Background: an optimization exercise with open tools, aiming at small area, a short achievable clock period and few clock cycles per item. Do not read the settings as production practice. At most, simulation tests tie the RTL to the original design; equivalence was not proved. No activity file was given, so power comes from the tool's default toggle rates.

run a:
==> module horizontal_antialias_fir_core, before the edit <==
module horizontal_antialias_fir_core (
  input  logic        clk,
  input  logic        rst_n,
  input  logic        in_valid,
  output logic        in_ready,
  input  logic [7:0]  red_in,
  input  logic [7:0]  green_in,
  input  logic [7:0]  blue_in,
  output logic        out_valid,
  input  logic        out_ready,
  output logic [7:0]  red_out,
  output logic [7:0]  green_out,
  output logic [7:0]  blue_out,
  output logic        line_end,
  input  logic        cfg_psel,
  input  logic        cfg_penable,
  input  logic        cfg_pwrite,
  input  logic [2:0]  cfg_paddr,
  input  logic [31:0] cfg_pwdata,
  output logic [31:0] cfg_prdata,
  output logic        cfg_pready
);
  logic [1:0]  filter_sel_r;
  logic [12:0] line_width_r;
  logic [11:0] col_r;
  logic [23:0] w0_r, w1_r, w2_r, w3_r;    
  logic        t2_r, t3_r;                
  logic [1:0]  e_r;                       
  logic [24:0] o_r;                       
  logic        ov_r;
  logic [23:0] px;
  logic [23:0] filt;
  logic        o_free;
  logic        in_acc;
  logic        cfg_wr;
  logic [12:0] col_inc;
  logic        last;
  logic        use_filt;
  logic        emit;
  logic [24:0] res;
  assign px = {red_in, green_in, blue_in};
  assign cfg_pready = 1'b1;
  assign cfg_wr     = cfg_psel && cfg_penable && cfg_pwrite;
  assign cfg_prdata = cfg_paddr[2] ? {19'd0, line_width_r} : {30'd0, filter_sel_r};
  always_ff @(posedge clk) begin
    if (!rst_n) begin
      filter_sel_r <= 2'd0;
      line_width_r <= 13'd640;
    end else if (cfg_wr) begin
      if (cfg_paddr[2]) line_width_r <= cfg_pwdata[12:0];
      else              filter_sel_r <= cfg_pwdata[1:0];
    end
  end
  assign o_free   = !ov_r || out_ready;
  assign in_ready = !e_r[1] || o_free;
  assign in_acc   = in_valid && in_ready;
  assign col_inc  = {1'b0, col_r} + 13'd1;
  assign last     = col_inc[12] || (col_inc >= line_width_r);
  assign use_filt = (col_r >= 12'd4) && (col_inc <= line_width_r);
  for (genvar l = 0; l < 3; l++) begin : g_lane
    hafir_lane u_lane (
      .filter_sel (filter_sel_r),
      .a          (w0_r[l*8 +: 8]),
      .b          (w1_r[l*8 +: 8]),
      .c          (w2_r[l*8 +: 8]),
      .d          (w3_r[l*8 +: 8]),
      .e          (px[l*8 +: 8]),
      .filt       (filt[l*8 +: 8])
    );
  end
  always_comb begin
    if (e_r[1]) begin
      emit = o_free && (in_acc || t2_r || t3_r);
      res  = {(in_acc && use_filt) ? filt : w2_r, t2_r};
    end else begin
      emit = o_free && e_r[0] && t3_r;
      res  = {w3_r, t3_r};
    end
  end
  always_ff @(posedge clk) begin
    if (!rst_n) begin
      e_r   <= 2'd0;
      col_r <= 12'd0;
    end else begin
      e_r <= e_r + {1'b0, in_acc} - {1'b0, emit};
      if (in_acc) col_r <= last ? 12'd0 : col_inc[11:0];
    end
  end
  always_ff @(posedge clk) begin
    if (in_acc) begin
      w0_r <= w1_r;
      w1_r <= w2_r;
      w2_r <= w3_r;
      w3_r <= px;
      t2_r <= t3_r;
      t3_r <= last;
    end
  end
  always_ff @(posedge clk) begin
    if (!rst_n) ov_r <= 1'b0;
    else        ov_r <= emit || (ov_r && !out_ready);
  end
  always_ff @(posedge clk) begin
    if (o_free) o_r <= res;
  end
  assign out_valid = ov_r;
  assign red_out   = o_r[24:17];
  assign green_out = o_r[16:9];
  assign blue_out  = o_r[8:1];
  assign line_end  = o_r[0];
endmodule
==> flow/config.mk <==
export PLATFORM = sky130hd
export DESIGN_NAME = horizontal_antialias_fir_core
export DESIGN_NICKNAME = horizontal_antialias_fir_core
export VERILOG_FILES = /design/flow/design.v
export SDC_FILE = /design/flow/constraint.sdc
export NUM_CORES = 4
export LEC_CHECK = 0
export CAP_MARGIN = 20
export CORE_MARGIN = 2
export CORE_UTILIZATION = 40
export SETUP_SLACK_MARGIN = 4.5
export SLEW_MARGIN = 20
==> flow/constraint.sdc <==
create_clock -name core_clock -period 8.5 [get_ports {clk}]
set_input_delay 1.7000 -clock core_clock [delete_from_list [all_inputs] [get_ports {clk}]]
set_output_delay 1.7000 -clock core_clock [all_outputs]
set_load 0.01 [all_outputs]
run.sh (not shown) runs the stock make flow with config.mk's settings and CLKGATE_MAP_FILE= SYNTH_SCRIPT=/design/flow/synth_recipe.tcl, a recipe that flattens the netlist after the stock synthesis.
--- input diff run a..run b ---
--- a/flow/design.v
+++ b/flow/design.v
@@ -66,12 +66,13 @@
   logic [12:0] line_width_r;
   logic [11:0] col_r;
   logic [23:0] w0_r, w1_r, w2_r, w3_r;    
+  logic        v2_r, v3_r;                
   logic        t2_r, t3_r;                
-  logic [1:0]  e_r;                       
   logic [24:0] o_r;                       
   logic        ov_r;
   logic [23:0] px;
   logic [23:0] filt;
+  logic [1:0]  fsel;
   logic        o_free;
   logic        in_acc;
   logic        cfg_wr;
@@ -79,7 +80,7 @@
   logic        last;
   logic        use_filt;
   logic        emit;
-  logic [24:0] res;
+  logic        shift;
   assign px = {red_in, green_in, blue_in};
   assign cfg_pready = 1'b1;
   assign cfg_wr     = cfg_psel && cfg_penable && cfg_pwrite;
@@ -93,15 +94,18 @@
       else              filter_sel_r <= cfg_pwdata[1:0];
     end
   end
-  assign o_free   = !ov_r || out_ready;
-  assign in_ready = !e_r[1] || o_free;
-  assign in_acc   = in_valid && in_ready;
   assign col_inc  = {1'b0, col_r} + 13'd1;
   assign last     = col_inc[12] || (col_inc >= line_width_r);
   assign use_filt = (col_r >= 12'd4) && (col_inc <= line_width_r);
+  assign o_free   = !ov_r || out_ready;
+  assign in_ready = !v2_r || o_free;
+  assign in_acc   = in_valid && in_ready;
+  assign emit     = o_free && v2_r && (in_acc || t2_r || (v3_r && t3_r));
+  assign shift    = in_acc || ((!v3_r || t3_r) && (emit || (!v2_r && v3_r)));
+  assign fsel = use_filt ? filter_sel_r : 2'd0;
   for (genvar l = 0; l < 3; l++) begin : g_lane
     hafir_lane u_lane (
-      .filter_sel (filter_sel_r),
+      .filter_sel (fsel),
       .a          (w0_r[l*8 +: 8]),
       .b          (w1_r[l*8 +: 8]),
       .c          (w2_r[l*8 +: 8]),
@@ -110,26 +114,23 @@
       .filt       (filt[l*8 +: 8])
     );
   end
-  always_comb begin
-    if (e_r[1]) begin
-      emit = o_free && (in_acc || t2_r || t3_r);
-      res  = {(in_acc && use_filt) ? filt : w2_r, t2_r};
-    end else begin
-      emit = o_free && e_r[0] && t3_r;
-      res  = {w3_r, t3_r};
-    end
-  end
   always_ff @(posedge clk) begin
     if (!rst_n) begin
-      e_r   <= 2'd0;
+      v2_r  <= 1'b0;
+      v3_r  <= 1'b0;
       col_r <= 12'd0;
     end else begin
-      e_r <= e_r + {1'b0, in_acc} - {1'b0, emit};
+      if (shift) begin
+        v2_r <= v3_r;
+        v3_r <= in_acc;
+      end else if (emit) begin
+        v2_r <= 1'b0;
+      end
       if (in_acc) col_r <= last ? 12'd0 : col_inc[11:0];
     end
   end
   always_ff @(posedge clk) begin
-    if (in_acc) begin
+    if (shift) begin
       w0_r <= w1_r;
       w1_r <= w2_r;
       w2_r <= w3_r;
@@ -143,7 +144,7 @@
     else        ov_r <= emit || (ov_r && !out_ready);
   end
   always_ff @(posedge clk) begin
-    if (o_free) o_r <= res;
+    if (o_free) o_r <= {filt, t2_r};
   end
   assign out_valid = ov_r;
   assign red_out   = o_r[24:17];
--- outcome ---
Compared to run a, run b has total length of routed met2 wires 3.5% lower. From run a to run b the numbers moved as follows: post-synthesis share of cell area spent on and, or, nand and nor gates went up 0.31 points; sequential power went down 6.2%; number of cells on the worst reg-to-reg path went up 11. Setup slack at placement for run b: 1.94 ns down relative to run a. Taking run a as the reference point, the die area of run b falls by 840 um2. The run showing the greater design area is run b. In terms of final standard cell count with taps included and fillers excluded, run a and run b differ only marginally. Of run b and run a, it is run b that has the lower multi-input gate area in the final layout. Post-route fraction of the period consumed by the critical path (run b over run a): increase, 25 points. Total power of run b falls short of that of run a by a little under 10%. Switching part of the total | run b below run a. Between run a and run b, the fmax is lower for run b. Of run a and run b, the lower share of layout cells above drive strength 1 belongs to run a.
No run of this note included a check of the RTL's function; only the layout flow was run.

========
Another version of the RTL of horizontal_antialias_fir_core (not shown whole).
Size: roughly 160 flip-flops, about 130 I/O pins, about 9800 sq um of cells after synthesis.
==> module hafir_lane, before the edit <==
module hafir_lane #(
  parameter int CPA = 1    
) (
  input  logic       k_pass,
  input  logic       k1,
  input  logic       k3,
  input  logic [7:0] a,
  input  logic [7:0] b,
  input  logic [7:0] c,
  input  logic [7:0] d,
  input  logic [7:0] e,
  output logic [7:0] filt
);
  logic [11:0] o1, o2, o3, p, q;
  logic [11:0] x1, y1, x2, y2, x3, y3;
  logic [11:0] sum;
  assign o1 = {3'd0, b, 1'b0};
  assign o2 = {3'd0, d, 1'b0};
  assign o3 = {3'd0, c, 1'b0};
  assign p  = k3 ? {4'd0, a} : {3'd0, c, 1'b0};
  assign q  = ({12{k1}} & {1'b0, c, 3'b000}) | ({12{k3}} & {4'd0, e});
  logic [11:0] h1, h2, h3;
  assign h1 = o1 ^ o2;
  assign x1 = h1 ^ o3;
  assign y1 = {(o1[10:0] & o2[10:0]) | (h1[10:0] & o3[10:0]), 1'b0};
  assign h2 = x1 ^ y1;
  assign x2 = h2 ^ p;
  assign y2 = {(x1[10:0] & y1[10:0]) | (h2[10:0] & p[10:0]), 1'b0};
  assign h3 = x2 ^ y2;
  assign x3 = h3 ^ q;
  assign y3 = {(x2[10:0] & y2[10:0]) | (h3[10:0] & q[10:0]), 1'b0};
  if (CPA == 0) begin : g_add
    assign sum = x3 + y3;
  end else if (CPA == 1) begin : g_skl
    logic [11:0] g [5];
    logic [11:0] t [5];
    always_comb begin
      g[0] = x3 & y3;
      t[0] = x3 ^ y3;
      for (int l = 0; l < 4; l++) begin
        for (int i = 0; i < 12; i++) begin
          if (((i >> l) & 1) == 1) begin
            g[l+1][i] = g[l][i] | (t[l][i] & g[l][((i >> l) << l) - 1]);
            t[l+1][i] = t[l][i] & t[l][((i >> l) << l) - 1];
          end else begin
            g[l+1][i] = g[l][i];
            t[l+1][i] = t[l][i];
          end
        end
      end
    end
    assign sum = t[0] ^ {g[4][10:0], 1'b0};
  end else begin : g_rc
    logic [12:0] cy;
    assign cy[0] = 1'b0;
    for (genvar i = 0; i < 12; i++) begin : g_bit
      assign sum[i]  = x3[i] ^ y3[i] ^ cy[i];
      assign cy[i+1] = (x3[i] & y3[i]) | (x3[i] & cy[i]) | (y3[i] & cy[i]);
    end
  end
  assign filt = k_pass ? c : (k1 ? sum[11:4] : sum[10:3]);
endmodule
==> flow/config.mk <==
export PLATFORM = sky130hd
export DESIGN_NAME = horizontal_antialias_fir_core
export DESIGN_NICKNAME = horizontal_antialias_fir_core
export VERILOG_FILES = /design/flow/design.v
export SDC_FILE = /design/flow/constraint.sdc
export NUM_CORES = 4
export LEC_CHECK = 0
export CAP_MARGIN = 20
export CORE_MARGIN = 2
export CORE_UTILIZATION = 40
export CTS_BUF_LIST = sky130_fd_sc_hd__clkbuf_8
export CTS_CLUSTER_DIAMETER = 100
export CTS_CLUSTER_SIZE = 50
export SETUP_SLACK_MARGIN = 4.2
export SLEW_MARGIN = 20
==> flow/constraint.sdc <==
create_clock -name core_clock -period 8.5 [get_ports {clk}]
set_input_delay 1.7000 -clock core_clock [delete_from_list [all_inputs] [get_ports {clk}]]
set_output_delay 1.7000 -clock core_clock [all_outputs]
set_load 0.01 [all_outputs]
standard.sh (not shown) runs the stock make flow with config.mk's settings and CLKGATE_MAP_FILE= SYNTH_SCRIPT=/design/flow/synth_recipe.tcl, a recipe that flattens the netlist after the stock synthesis.
==> flow/flow/run.sh <==
#!/bin/bash
# The standard layout (the standard.sh, unchanged synthesis), with the
# port buffers inserted as buf_1 cells instead of the resizer's default pick.
set -euo pipefail
bash standard.sh "BUFFER_PORTS_ARGS=-buffer_cell sky130_fd_sc_hd__buf_1"  finish > flow_make.log 2>&1
Testbench counts at the start, summed over its fixed seeds: cycles 27,321, items 27,129.
==> next run, changes <==
--- a/flow/design.v
+++ b/flow/design.v
@@ -7,5 +7,5 @@
 endpackage
 module hafir_lane #(
-  parameter int CPA = 1    
+  parameter int CPA = 3    
 ) (
   input  logic       k_pass,
@@ -58,4 +58,24 @@
     end
     assign sum = t[0] ^ {g[4][10:0], 1'b0};
+  end else if (CPA == 3) begin : g_bk
+    logic [11:0] g, t, t0;
+    always_comb begin
+      g  = x3 & y3;
+      t  = x3 ^ y3;
+      t0 = t;
+      for (int l = 0; l < 4; l++)
+        for (int i = 0; i < 12; i++)
+          if ((i + 1) % (2 << l) == 0) begin
+            g[i] = g[i] | (t[i] & g[i - (1 << l)]);
+            t[i] = t[i] & t[i - (1 << l)];
+          end
+      for (int l = 2; l >= 0; l--)
+        for (int i = 0; i < 12; i++)
+          if ((i + 1) % (2 << l) == (1 << l) && i >= (2 << l)) begin
+            g[i] = g[i] | (t[i] & g[i - (1 << l)]);
+            t[i] = t[i] & t[i - (1 << l)];
+          end
+    end
+    assign sum = t0 ^ {g[10:0], 1'b0};
   end else begin : g_rc
     logic [12:0] cy;
Outcome:
- The new run finished with timing, DRC and antenna clean
- via count came out lower by 3.5%
- power came out higher by 7.3%
- utilization came out higher by 2.5 points
- fmax came out lower by 4.3%
- global-route usage came out higher by 0.60 points
- area after synthesis came out lower by 1.9%
For the second run of this note, only the layout was checked, not whether the RTL still works.

## re-timing with driven ports
In the flow no input, the clock included, has a driving cell. The finished layouts below were timed again as built, in two steps. Step 1 (the two cells are an assumption about what drives the block):
set clk [get_ports {clk}]
set_driving_cell -lib_cell sky130_fd_sc_hd__clkbuf_16 $clk
set_driving_cell -lib_cell sky130_fd_sc_hd__buf_2 [delete_from_list [all_inputs] $clk]
Step 2 moves the port delays by t, midway between the first and last clock arrival at a register: inputs arrive t later, outputs are due t later. That takes back most of the time a late clock gives input paths. Slacks: ideal ports / drivers / drivers and shift; pairs: ideal ports / drivers.
run	t (ns)	setup WS [ns]	latest minus earliest clock arrival (ns)	cell pins on the clock port's net
run a	0.481	4.028 / 4.028 / 3.626	0.011 / 0.011	1
run b	0.471	1.925 / 1.925 / 1.925	0.012 / 0.011	1
the first run of note 2	0.492	4.359 / 4.348 / 4.028	0.016 / 0.016	1
the second run of note 2	0.493	4.171 / 4.171 / 3.758	0.022 / 0.022	1
After both steps every run listed still meets setup and hold. The setup slack of the second run of note 2, which loses most, moves by 0.000 ns with the drivers and by -0.413 ns with both steps.
